Source: an optimization exercise on an open RTL-to-GDS flow (aim: small area and a short achievable clock period). Production flows keep margins and buffers that such runs may drop.
Function was checked by simulation only, so behaviour that the tests miss may differ from the original.
Power and IR drop assume default switching activity.

$ cat design/flow/flow/run.sh
#!/bin/bash
# The standard layout (standard.sh, standard synthesis unchanged) with
# two changes made through ORFS's own variables:
#  - ports are buffered with plain buf cells, which timing repair may size,
#    instead of the platform's default delay buffers (every port still gets
#    its buffer);
#  - the clock tree is built from clkbuf_16 as before, with explicit sink
#    clustering and without dummy loads.
# The make output goes to standard.log; ORFS writes each step's log under
# orfs/logs.
set -euo pipefail
export BUFFER_PORTS_ARGS="-buffer_cell sky130_fd_sc_hd__buf_2"
export CTS_ARGS="-sink_clustering_enable -repair_clock_nets -sink_clustering_size 28 -sink_clustering_max_diameter 100 -buf_list sky130_fd_sc_hd__clkbuf_16 -dont_use_dummy_load"
bash standard.sh > standard.log 2>&1
$ cat design/flow/standard.sh
#!/bin/bash
# synth_recipe.tcl (not shown) runs the flow's synth.tcl, then flattens the netlist and writes it again
# the make line also repeats each setting of config.mk as NAME=value (left out here)
make -C /OpenROAD-flow-scripts/flow DESIGN_CONFIG=/design/flow/config.mk WORK_HOME=/design/flow/orfs CLKGATE_MAP_FILE= SYNTH_SCRIPT=/design/flow/synth_recipe.tcl "${@:-finish}"
$ cat design/flow/constraint.sdc
create_clock -name core_clock -period 5.0 [get_ports {clk_125}]
set_input_delay 1.0000 -clock core_clock [delete_from_list [all_inputs] [get_ports {clk_125}]]
set_output_delay 1.0000 -clock core_clock [all_outputs]
set_load 0.01 [all_outputs]
$ cat design/flow/design.v
`default_nettype none
package eth_stream_pkg;
	typedef logic [32-1:0] word_t;                     
	typedef logic [7:0] chan_t;                             
	typedef logic [15:0] byte_len_t;                        
	typedef logic [15:0] interval_t;                        
	typedef logic [15:0] pkt_num_t;                         
	typedef logic [$clog2(16)-1:0] buf_addr_t;      
	typedef logic [31:0] ip_addr_t;                         
	typedef struct packed {
		byte_len_t port_src;    
		byte_len_t port_dest;   
		ip_addr_t  ip_dest;
	} stream_cfg_t;
	typedef struct packed {
		chan_t     channel;
		byte_len_t nbytes;      
		word_t     sum;         
		interval_t interval;
		pkt_num_t  pkt_num;
	} buf_desc_t;
	typedef struct packed {
		word_t data;
		logic  sop;
		logic  eop;
		logic  wren;
	} tx_beat_t;
	typedef enum logic [1:0] {F_IDLE, F_READ, F_DONE, F_WAIT_TX} former_state_t;
	typedef enum logic [2:0] {
		S_IDLE,
		S_HDR_PORTS,
		S_HDR_IP,
		S_HDR_TAG,
		S_HDR_CHAN,
		S_DATA,
		S_SUM
	} sender_state_t;
endpackage
`default_nettype wire
`default_nettype none
module chan_fifo (
	input  wire                         clk_125,
	input  wire                         rst_crc,
	input  wire                         clr,      
	input  wire                         stop,     
	input  wire                         clr_pre_n,  
	input  wire                         wr,
	input  wire eth_stream_pkg::word_t  wdata,
	input  wire                         rd,       
	input  wire                         rd_adv,   
	output eth_stream_pkg::word_t       rdata,    
	output logic                        rdy       
);
	localparam int DEPTH = 64;
	localparam int PTR_W = $clog2(64);
	logic [DEPTH-1:0][32-1:0] mem;
	logic [7:0] wr_lo;   
	logic [7:0] wr_hi;   
	logic [PTR_W-5:0] rblk;
	logic [7-1:0] level;
	logic do_wr;
	logic wr_ok;       
	logic [7-1:0] level_n;
	assign do_wr = wr & wr_ok & ~stop;   
	assign rdy   = |level[7-1:4];
	logic [3:0] rblk_oh;
	logic [1:0][16-1:0] rd_sel;   
	logic [1:0][32-1:0] rdata_h;     
	assign rblk_oh = 4'(1) << rblk;
	logic [7-1:0] level_p1;
	logic [7-1:0] level_m1;
	logic level_63;
	logic full_n;
	assign level_p1 = level + 1'b1;
	assign level_m1 = level - 1'b1;
	assign level_63 = (level == 7'(64 - 1));
	always_comb
	begin
		if (clr)
			level_n = '0;
		else if (do_wr & ~rd)
			level_n = level_p1;
		else if (rd & ~do_wr)
			level_n = level_m1;
		else
			level_n = level;
	end
	assign full_n = ~clr & ~rd & (level[7-1] | (level_63 & do_wr));
	always_ff @(posedge clk_125)
	begin
		if (rst_crc)
			wr_ok <= 1'b1;
		else
			wr_ok <= ~clr_pre_n & ~full_n;
		if (rst_crc | clr)
		begin
			wr_lo  <= 8'd1;
			wr_hi  <= 8'd1;
			rblk   <= '0;
			level  <= '0;
		end
		else
		begin
			if (do_wr)
			begin
				wr_lo <= {wr_lo[6:0], wr_lo[7]};
				if (wr_lo[7])
					wr_hi <= {wr_hi[6:0], wr_hi[7]};
			end
			if (rd && rd_sel[0][16-1])
				rblk <= rblk + 1'b1;
			level <= level_n;
		end
	end
	genvar gi;
	for (gi = 0; gi < DEPTH; gi++)
	begin : g_mem
		always_ff @(posedge clk_125)
			if (do_wr && wr_lo[gi % 8] && wr_hi[gi / 8])
				mem[gi] <= wdata;
	end
	logic [1:0][16-1:0] pf_sel;
	logic [1:0][1:0][32-1:0] blk_word;
	logic [1:0][32-1:0] pf_word;
	genvar gh;
	for (gh = 0; gh < 2; gh++)
	begin : g_half
		rd_word_ctr i_rd_word_ctr (
			.clk_125 (clk_125),
			.clr     (rst_crc | clr),
			.adv     (rd_adv),
			.rd_sel  (rd_sel[gh])
		);
		assign pf_sel[gh] = {rd_sel[gh][16-2:0], rd_sel[gh][16-1]};   
	end
	always_comb
	begin
		blk_word = '0;
		for (int i = 0; i < DEPTH; i++)
			blk_word[i/32][(i/16)%2] = blk_word[i/32][(i/16)%2] | (mem[i] & {32{pf_sel[i/32][i%16]}});
		for (int h = 0; h < 2; h++)
			pf_word[h] = (blk_word[h][0] & {32{rblk_oh[2*h]}})
			           | (blk_word[h][1] & {32{rblk_oh[2*h+1]}});
	end
	always_ff @(posedge clk_125)
		rdata_h <= pf_word;
	assign rdata = rblk[1] ? rdata_h[1] : rdata_h[0];
endmodule
module rd_word_ctr (
	input  wire                    clk_125,
	input  wire                    clr,
	input  wire                    adv,
	output logic [16-1:0]  rd_sel
);
	always_ff @(posedge clk_125)
	begin
		if (clr)
			rd_sel <= 16'(1) << (16 - 1);
		else if (adv)
			rd_sel <= {rd_sel[16-2:0], rd_sel[16-1]};
	end
endmodule
`default_nettype wire
`default_nettype none
module restart_ctrl (
	input  wire  clk_125,
	input  wire  rst_crc,
	input  wire  time_clr,      
	input  wire  stream_stop,   
	output logic hold,          
	output logic hold_pre_n,    
	output logic tag_clr        
);
	localparam int SYNC_N = 3;
	localparam int CNT_W  = $clog2(100 + 1);
	logic [SYNC_N:0] clr_sr;   
	logic [SYNC_N:0] clr_sr_n;
	logic cause;
	logic hold_q;
	logic hold_q_n;
	logic hold_pre;            
	logic [CNT_W-1:0] hold_cnt;
	assign clr_sr_n = {clr_sr[SYNC_N-1:0], time_clr};
	assign tag_clr  = clr_sr[SYNC_N-1] & ~clr_sr[SYNC_N];   
	assign cause    = (|clr_sr) | stream_stop;              
	always_comb
	begin
		if (cause)
			hold_q_n = 1'b1;
		else if (hold_q && hold_cnt == CNT_W'(100 - 1))
			hold_q_n = 1'b0;
		else
			hold_q_n = hold_q;
	end
	always_ff @(posedge clk_125)
	begin
		if (rst_crc)
		begin
			clr_sr   <= '0;
			hold_q   <= 1'b0;
			hold_pre <= 1'b0;
			hold_cnt <= '0;
		end
		else
		begin
			clr_sr   <= clr_sr_n;
			hold_q   <= hold_q_n;
			hold_pre <= hold_pre_n;
			if (cause)
				hold_cnt <= '0;
			else if (hold_q)
				hold_cnt <= hold_cnt + 1'b1;
		end
	end
	assign hold_pre_n = hold_q_n | (|clr_sr_n);
	assign hold       = hold_pre | stream_stop;
endmodule
`default_nettype wire
`default_nettype none
module buffer_former (
	input  wire                              clk_125,
	input  wire                              rst_crc,
	input  wire                              hold,           
	input  wire                              tag_clr,
	input  wire eth_stream_pkg::interval_t   interval_num,
	input  wire                              rdy0,
	input  wire                              rdy1,
	input  wire eth_stream_pkg::word_t       fifo_data0,     
	input  wire eth_stream_pkg::word_t       fifo_data1,
	output logic                             rd0,
	output logic                             rd1,
	output logic                             rd_adv,         
	input  wire                              end_tx,
	input  wire                              take,           
	output logic                             start,
	output eth_stream_pkg::buf_desc_t        desc,           
	input  wire [16-1:0]             buf_sel,        
	output eth_stream_pkg::word_t            buf_rd_data     
);
	eth_stream_pkg::former_state_t state;
	logic [16-1:0][32-1:0] ram;   
	eth_stream_pkg::word_t rd_data;            
	eth_stream_pkg::word_t sum;
	logic [16-1:0] rd_sel;             
	logic [16-1:0] wr_sel;             
	logic cap;                                 
	logic [3:0] cap_sr;                        
	logic [3:0][7:0] sseg;                     
	logic [2:0] scar;                          
	eth_stream_pkg::word_t fifo_word;
	eth_stream_pkg::pkt_num_t pkt_cnt;
	logic sel;      
	logic rd_vld;   
	logic rdy_any;
	logic pick1;
	logic rd_act;
	assign rdy_any = rdy0 | rdy1;
	assign pick1   = rdy1 & (~rdy0 | ~sel);   
	assign rd_act  = (state == eth_stream_pkg::F_READ) & ~hold;
	assign rd0     = rd_act & ~sel;
	assign rd1     = rd_act & sel;
	assign cap = (state == eth_stream_pkg::F_DONE) & ~hold & take;
	assign fifo_word = sel ? fifo_data1 : fifo_data0;
	assign rd_adv    = (state == eth_stream_pkg::F_IDLE && rdy_any) ||
	                   (state == eth_stream_pkg::F_READ && !rd_sel[16-1]);
	always_ff @(posedge clk_125)
	begin
		if (rst_crc | hold)
			rd_sel <= 16'(1) << (16 - 1);
		else if (rd_adv)
			rd_sel <= {rd_sel[16-2:0], rd_sel[16-1]};
	end
	always_ff @(posedge clk_125)
	begin
		if (rst_crc)
		begin
			state   <= eth_stream_pkg::F_IDLE;
			sel     <= 1'b1;   
			start   <= 1'b0;
			rd_vld  <= 1'b0;
			pkt_cnt <= '0;
		end
		else
		begin
			start  <= 1'b0;
			rd_vld <= rd_act;
			if (hold)
				state <= eth_stream_pkg::F_IDLE;
			else
				case (state)
					eth_stream_pkg::F_IDLE:
						if (rdy_any)
						begin
							sel     <= pick1;
							state   <= eth_stream_pkg::F_READ;
						end
					eth_stream_pkg::F_READ:
					begin
						if (rd_sel[16-1])
							state <= eth_stream_pkg::F_DONE;   
					end
					eth_stream_pkg::F_DONE:
					begin
						start   <= 1'b1;
						pkt_cnt <= pkt_cnt + 1'b1;
						state   <= eth_stream_pkg::F_WAIT_TX;
					end
					default:
						if (end_tx)
							state <= eth_stream_pkg::F_IDLE;
				endcase
			if (tag_clr)
				pkt_cnt <= '0;   
		end
	end
	always_ff @(posedge clk_125)
	begin
		rd_data <= fifo_word;
		wr_sel  <= rd_sel;
		if (rst_crc)
			cap_sr <= '0;
		else
			cap_sr <= {cap_sr[2:0], cap};
		if (cap)
		begin
			desc.channel  <= eth_stream_pkg::chan_t'(sel);
			desc.nbytes   <= eth_stream_pkg::byte_len_t'(16 * 4);
			desc.interval <= interval_num;
			desc.pkt_num  <= pkt_cnt;
		end
		if (cap_sr[3])
			desc.sum <= sum;
	end
	logic [3:0][8:0] sseg_n;
	logic first;
	assign first = rd_vld & wr_sel[0];
	always_comb
	begin
		for (int k = 0; k < 4; k++)
			sseg_n[k] = 9'(first ? 8'd0 : sseg[k])
			            + 9'(rd_vld ? rd_data[8*k +: 8] : 8'd0)
			            + 9'((k == 0 || first) ? 1'b0 : scar[(k > 0) ? k - 1 : 0]);
	end
	always_ff @(posedge clk_125)
	begin
		for (int k = 0; k < 4; k++)
			sseg[k] <= sseg_n[k][7:0];
		for (int k = 0; k < 3; k++)
			scar[k] <= sseg_n[k][8];
	end
	assign sum = sseg;
	genvar gi;
	for (gi = 0; gi < 16; gi++)
	begin : g_ram
		always_ff @(posedge clk_125)
			if (rd_vld && wr_sel[gi])
				ram[gi] <= rd_data;
	end
	always_comb
	begin
		buf_rd_data = '0;
		for (int i = 0; i < 16; i++)
			buf_rd_data = buf_rd_data | (ram[i] & {32{buf_sel[i]}});
	end
endmodule
`default_nettype wire
`default_nettype none
module udp_frame_sender (
	input  wire                              clk_125,
	input  wire                              rst_crc,
	input  wire eth_stream_pkg::stream_cfg_t cfg,
	input  wire                              start,
	input  wire eth_stream_pkg::buf_desc_t   desc,      
	output logic [16-1:0]            buf_sel,   
	input  wire eth_stream_pkg::word_t       buf_rd_data,
	input  wire                              tx_rdy,
	output eth_stream_pkg::tx_beat_t         tx,
	output logic                             take,      
	output logic                             end_tx
);
	logic s_idle;
	logic s_ports;
	logic s_ip;
	logic s_tag;
	logic s_chan;
	logic s_data;
	logic s_sum;
	logic [16-1:0] idx;      
	eth_stream_pkg::word_t beat;     
	assign take = s_idle | (s_sum & tx_rdy);
	assign buf_sel = tx_rdy ? {idx[16-2:0], idx[16-1]} : idx;
	logic s_idle_n;
	logic s_ports_n;
	logic s_ip_n;
	logic s_tag_n;
	logic s_chan_n;
	logic s_data_n;
	logic s_sum_n;
	logic o_busy;       
	logic o_ports_b;    
	logic o_sum_b;      
	assign tx.data = beat;
	assign tx.wren = tx_rdy & o_busy;
	assign tx.sop  = tx_rdy & ~o_ports_b;
	assign tx.eop  = tx_rdy & ~o_sum_b;
	always_comb
	begin
		s_idle_n  = s_idle;
		s_ports_n = s_ports;
		s_ip_n    = s_ip;
		s_tag_n   = s_tag;
		s_chan_n  = s_chan;
		s_data_n  = s_data;
		s_sum_n   = s_sum;
		if (s_idle)
		begin
			if (start)
			begin
				s_idle_n  = 1'b0;
				s_ports_n = 1'b1;
			end
		end
		else if (tx_rdy)
		begin
			s_ports_n = 1'b0;
			s_ip_n    = s_ports;
			s_tag_n   = s_ip;
			s_chan_n  = s_tag;
			s_data_n  = s_chan | (s_data & ~idx[16-1]);
			s_sum_n   = s_data & idx[16-1];
			s_idle_n  = s_sum;
		end
	end
	always_ff @(posedge clk_125)
	begin
		if (rst_crc)
		begin
			s_idle    <= 1'b1;
			s_ports   <= 1'b0;
			s_ip      <= 1'b0;
			s_tag     <= 1'b0;
			s_chan    <= 1'b0;
			s_data    <= 1'b0;
			s_sum     <= 1'b0;
			o_busy    <= 1'b0;
			o_ports_b <= 1'b1;
			o_sum_b   <= 1'b1;
			idx       <= 16'(1) << (16 - 1);
			end_tx    <= 1'b0;
		end
		else
		begin
			s_idle    <= s_idle_n;
			s_ports   <= s_ports_n;
			s_ip      <= s_ip_n;
			s_tag     <= s_tag_n;
			s_chan    <= s_chan_n;
			s_data    <= s_data_n;
			s_sum     <= s_sum_n;
			o_busy    <= ~s_idle_n;
			o_ports_b <= ~s_ports_n;
			o_sum_b   <= ~s_sum_n;
			end_tx    <= s_sum & tx_rdy;   
			if (s_idle)
				idx <= 16'(1) << (16 - 1);
			else if (tx_rdy && (s_data || s_chan))
				idx <= {idx[16-2:0], idx[16-1]};
		end
	end
	eth_stream_pkg::word_t ports_w;
	eth_stream_pkg::word_t tag_w;
	eth_stream_pkg::word_t chan_w;
	eth_stream_pkg::word_t cur_w;
	eth_stream_pkg::word_t nxt_w;
	logic use_ram;
	assign ports_w = {cfg.port_src, eth_stream_pkg::byte_len_t'(cfg.port_dest + 1'b1)};
	assign tag_w   = {desc.interval, desc.pkt_num};   
	assign chan_w  = {8'd0, 7'd0, desc.channel[0], eth_stream_pkg::byte_len_t'(16 * 4)};
	always_comb
	begin
		if (s_ip)
			cur_w = cfg.ip_dest;
		else if (s_tag)
			cur_w = tag_w;
		else if (s_chan)
			cur_w = chan_w;
		else if (s_sum)
			cur_w = desc.sum;
		else
			cur_w = ports_w;
		if (s_ports)
			nxt_w = cfg.ip_dest;
		else if (s_ip)
			nxt_w = tag_w;
		else if (s_tag)
			nxt_w = chan_w;
		else if (s_data)
			nxt_w = desc.sum;
		else
			nxt_w = ports_w;
	end
	assign use_ram = (s_data & ~(tx_rdy & idx[16-1])) | (s_chan & tx_rdy);
	always_ff @(posedge clk_125)
		beat <= use_ram ? buf_rd_data : (tx_rdy ? nxt_w : cur_w);
endmodule
`default_nettype wire
`default_nettype none
module eth_stream_top (
	input  wire                              clk_125,
	input  wire                              rst_crc,
	input  wire eth_stream_pkg::word_t       data_ch0,
	input  wire eth_stream_pkg::word_t       data_ch1,
	input  wire                              wr_ch0,
	input  wire                              wr_ch1,
	input  wire eth_stream_pkg::interval_t   interval_num,
	input  wire                              time_clr,
	input  wire                              stream_stop,
	input  wire eth_stream_pkg::stream_cfg_t cfg,
	input  wire                              tx_rdy,
	output eth_stream_pkg::tx_beat_t         tx
);
	logic hold;
	logic hold_pre_n;
	logic tag_clr;
	logic rd0;
	logic rd1;
	logic rd_adv;
	logic rdy0;
	logic rdy1;
	logic start;
	logic take;
	logic end_tx;
	eth_stream_pkg::word_t fifo_data0;
	eth_stream_pkg::word_t fifo_data1;
	eth_stream_pkg::buf_desc_t desc;
	logic [16-1:0] buf_sel;
	eth_stream_pkg::word_t buf_rd_data;
	restart_ctrl i_restart_ctrl (
		.clk_125     (clk_125),
		.rst_crc     (rst_crc),
		.time_clr    (time_clr),
		.stream_stop (stream_stop),
		.hold        (hold),
		.hold_pre_n  (hold_pre_n),
		.tag_clr     (tag_clr)
	);
	chan_fifo i_fifo_ch0 (
		.clk_125 (clk_125),
		.rst_crc (rst_crc),
		.clr     (hold),
		.stop    (stream_stop),
		.clr_pre_n (hold_pre_n),
		.wr      (wr_ch0),
		.wdata   (data_ch0),
		.rd      (rd0),
		.rd_adv  (rd_adv),
		.rdata   (fifo_data0),
		.rdy     (rdy0)
	);
	chan_fifo i_fifo_ch1 (
		.clk_125 (clk_125),
		.rst_crc (rst_crc),
		.clr     (hold),
		.stop    (stream_stop),
		.clr_pre_n (hold_pre_n),
		.wr      (wr_ch1),
		.wdata   (data_ch1),
		.rd      (rd1),
		.rd_adv  (rd_adv),
		.rdata   (fifo_data1),
		.rdy     (rdy1)
	);
	buffer_former i_buffer_former (
		.clk_125      (clk_125),
		.rst_crc      (rst_crc),
		.hold         (hold),
		.tag_clr      (tag_clr),
		.interval_num (interval_num),
		.rdy0         (rdy0),
		.rdy1         (rdy1),
		.fifo_data0   (fifo_data0),
		.fifo_data1   (fifo_data1),
		.rd0          (rd0),
		.rd1          (rd1),
		.rd_adv       (rd_adv),
		.end_tx       (end_tx),
		.take         (take),
		.start        (start),
		.desc         (desc),
		.buf_sel      (buf_sel),
		.buf_rd_data  (buf_rd_data)
	);
	udp_frame_sender i_udp_frame_sender (
		.clk_125     (clk_125),
		.rst_crc     (rst_crc),
		.cfg         (cfg),
		.start       (start),
		.desc        (desc),
		.buf_sel     (buf_sel),
		.buf_rd_data (buf_rd_data),
		.tx_rdy      (tx_rdy),
		.tx          (tx),
		.take        (take),
		.end_tx      (end_tx)
	);
endmodule
`default_nettype wire
$ cat design/flow/config.mk
export PLATFORM = sky130hd
export DESIGN_NAME = eth_stream_top
export DESIGN_NICKNAME = eth_stream_top
export VERILOG_FILES = /design/flow/design.v
export SDC_FILE = /design/flow/constraint.sdc
export NUM_CORES = 4
export LEC_CHECK = 0
export CAP_MARGIN = 20
export CORE_MARGIN = 2
export CORE_UTILIZATION = 55
export PLACE_DENSITY = 0.65
export SETUP_SLACK_MARGIN = 2.5
export SLEW_MARGIN = 20
==> results.json <==
{
  "ys_seq_area_share_pct": 80.4,
  "cp.arrival_ps": 3290,
  "cts_buffer_depth": 4,
  "crit_start": "i_fifo_ch1.g_half[1].i_rd_word_ctr.rd_sel[6]",
  "hp-class": "input pin to register",
  "ys_async_sr_fraction_pct": 0,
  "gr-total-overflow": 0,
  "path_buf_inv": 1,
  "via_per_inst": 7.14,
  "hold_viol_final": 0,
  "gp_congestion": 0.897,
  "fin_crit_ps": 2580,
  "swShare_pct": 20.0,
  "cts.reportedPaths.clkPinSlew_ps": 110,
  "synth_cell_types": 76,
  "cts_buffers": 207,
  "synthTopCellsByCount": "4673 x edfxtp_1, 906 x a22o_1, 867 x a221oi_1, 637 x a22oi_1, 525 x clkbuf_1",
  "combPwrFrac_pct": 2.2,
  "finalNonFillerCells": 15000,
  "finalSetupViolCount": 0,
  "worst_path_largest_cell_delay_ps": 550,
  "die_h_microns": 585,
  "p_int_mw": 54.4,
  "row_count": 213,
  "grt_util_met2_pct": 50.7,
  "cts.sinks": 5113,
  "path_max_fanout": 35,
  "final_util_pct": 59.4,
  "grt-busiest-layer": "met2",
  "die_area_sq_mm": 0.342,
  "p_clk_share_pct": 29.0,
  "final_nets": 10700,
  "grt.total_usage_pct": 31.9,
  "yosys_most_used_dff": "edfxtp_1",
  "drive_gt1_share_pct": 11.4,
  "crit_required_ps": 5710,
  "drv_slew": 0,
  "ant_nets": 0,
  "pin_count": 186,
  "cp_top_family": "compound AO/OA/AOI/OAI gates",
  "first_global_vias": 101000,
  "min_from": "interval_num[4]",
  "dp.cells": 14700,
  "antenna_found_initial": 38,
  "irDropWorstVdd_mv": 0.400,
  "syn-num-nets": 10600,
  "yosys.area.top_type": "edfxtp_1",
  "clk_latency_ps": 990,
  "fp.dieW_microns": 585,
  "startpoint_type": "register",
  "syn_inst": 10400,
  "yosysTopAreaCellShare_pct": 75.7,
  "drtIter0Drc": 16900,
  "fin_ws_ps": 2420,
  "tightest_slew_ps": 1230,
  "p_leak_nw": 61.2,
  "grt_util_met1_pct": 45.1,
  "rsz0062_at_grt": "true",
  "crit_chain": "buf_4 > a22oi_1 > nand4_1 > o21ai_0 > nand2_2",
  "cp_slowest_cell": "o21ai_0",
  "synth_edf_count": 4673,
  "setup_tns_ps": 0,
  "dp_hpwl_microns": 302000,
  "wl_microns": 560000,
  "yosysMostFrequentCell": "edfxtp_1",
  "start_util_pct": 55.2,
  "critPathCaptureType": "register",
  "fin_worst_skew_ps": 83.2,
  "switchingPower_mw": 13.6,
  "sequentialPowerShare_pct": 68.8,
  "fin_crit_sh_pct": 51.6,
  "grt_pass1_wl_microns": 771000,
  "fin_area_sq_mm": 0.200,
  "grt_max_degree": 83,
  "power_density_mw_per_mm2": 341,
  "ys_warn_count": 5,
  "r2r-start": "i_fifo_ch1.g_half[1].i_rd_word_ctr.rd_sel[6]",
  "ys_seq_elements": 5113,
  "root_buffer": "clkbuf_16",
  "netlist_top_cells_area": "edfxtp_1 76%, dfxtp_1 4.8%, a22o_1 4.3%, a221oi_1 4.1%, a22oi_1 2.6%",
  "fmax_mhz": 388,
  "drc_errors": 0,
  "post-place-ws_ps": 1170,
  "worstSetupPathType": "register to register",
  "dr.pass1.iters": 6,
  "post_dp_cell_area_sq_mm": 0.192,
  "wl_per_cell_microns": 37.4,
  "area_growth_pct": 7.59,
  "mappedNetlistArea_sq_mm": 0.185,
  "drv_cap": 0,
  "hold_buffers": 0,
  "cts_tree": "built",
  "grtUsageMet3_pct": 5.71,
  "syn_area_per_cell_sq_um": 17.8,
  "outcome": "timing/DRC/antenna clean",
  "htreeDepth": 4,
  "vias": 107000,
  "slew_headroom_pct": 17.4,
  "core_area_sq_mm": 0.336,
  "portBuffers": 185
}
## power by group through the flow
stage	logic, mW	clock network [mW]	registers (mW)
after floorplan	0.430	0	47.7
after global placement	1.34	0	47.7
after detailed placement	1.39	0	47.7
after CTS	1.47	19.8	46.8
after global routing	1.58	21.0	46.8
final	1.52	19.7	46.8
## area by class of cell
cell class                      instances  area (sq um)
Clock buffer                          207          5180
Tap cell                             4515          5650
Multi-Input combinational cell       4571         34700
Timing Repair inverter                  9          71.3
Timing Repair Buffer                  478          3990
Sequential cell                      5113        150000
Fill cell                           24400        137000
Antenna cell                           19          47.5
Inverter                               66           352
## what timing repair did
item	CTS	global route
pin swaps	13	27
buffers inserted	36	14
cloned	22	4
resized for setup	181	74
hold endpoints to repair	0	0
endpoints found under the setup margin	2551	91
## final timing paths
path                                    end  slack, ps  depth (start not counted)
setup reg to reg     i_fifo_ch1.rdata_h[59]       2420                          5
hold reg to reg   i_buffer_former.wr_sel[1]        360                          0
hold / removal     i_buffer_former.desc[20]        210                          1
setup / recovery     i_fifo_ch1.rdata_h[59]       2420                          5
## per-layer routing
metal / up-vias / part of all wire, % / routed length (microns)
li1: 43100 / - / -
met1: 55300 / 37 / 210000
met2: 7386 / 47 / 263000
met3: 1036 / 12 / 66100
met4: 16 / 3.7 / 20900
met5: - / 0.018 / 102
## logic make-up after synthesis
family                     after synthesis  share of synthesized area (%)
adders and majority gates               64                          0.468
buffers and inverters                  747                           1.57
DFF                                   5113                           80.4
AOI/OAI and AO/OA                     2989                           12.8
xor gates and xnor gates                64                          0.302
muxes                                  142                          0.848
and+or+nand+nor                       1303                           3.59
## registers in the layout, indices dropped and copies added, names as in the netlist, 64 cells and up
register              flops
i_fifo_ch1.rdata_h       64
i_fifo_ch0.rdata_h       64
i_buffer_former.ram     512
i_buffer_former.desc     65
i_fifo_ch0.mem         2048
i_fifo_ch1.mem         2048
## cell usage in the layout (no fill, tap or decap), types with 120 or more instances in the layout
master | Yosys | routed
buf_2 | 38 | 156
nand2_1 | 417 | 395
a22o_1 | 906 | 903
buf_4 | 3 | 240
nand4_1 | 303 | 303
a21oi_1 | 261 | 245
a22oi_1 | 637 | 636
a221oi_1 | 867 | 855
dfxtp_1 | 440 | 316
edfxtp_1 | 4673 | 4673
o21ai_0 | 159 | 120
clkbuf_16 | 0 | 208
nand3_1 | 130 | 130
## stage by stage
stage          total power, mW  hold slack [ps]
2_1_floorplan             48.1              345
3_3_place_gp              49.1              359
3_5_place_dp              49.1              361
4_1_cts                   68.0              152
5_1_grt                   69.4              192
6_report                  68.0              212

-- afterwards: timing with drivers on the ports --
The flow's constraints put no driver on any port. The routed layout listed below was extracted and timed again, unchanged, in two steps. Step 1: set_driving_cell puts a clkbuf_16 on clk_125 and a buf_2 on each other input, an assumption about the parent block. Step 2, shift: input delay + t, output delay - t, t = (earliest + latest rising clock arrival at the registers) / 2. This alone moves slack from input paths to output paths. a / b / c = ideal / step 1 / step 2; a / b = the first two.
shift t [ns]: 1.062
setup slack, ns: 2.422 / 2.318 / 1.419
worst data-port slew with drivers (ns): 0.20
After both steps this run still meets setup and hold. The setup slack of this run moves by -0.104 ns with the drivers and by -1.003 ns with both steps.
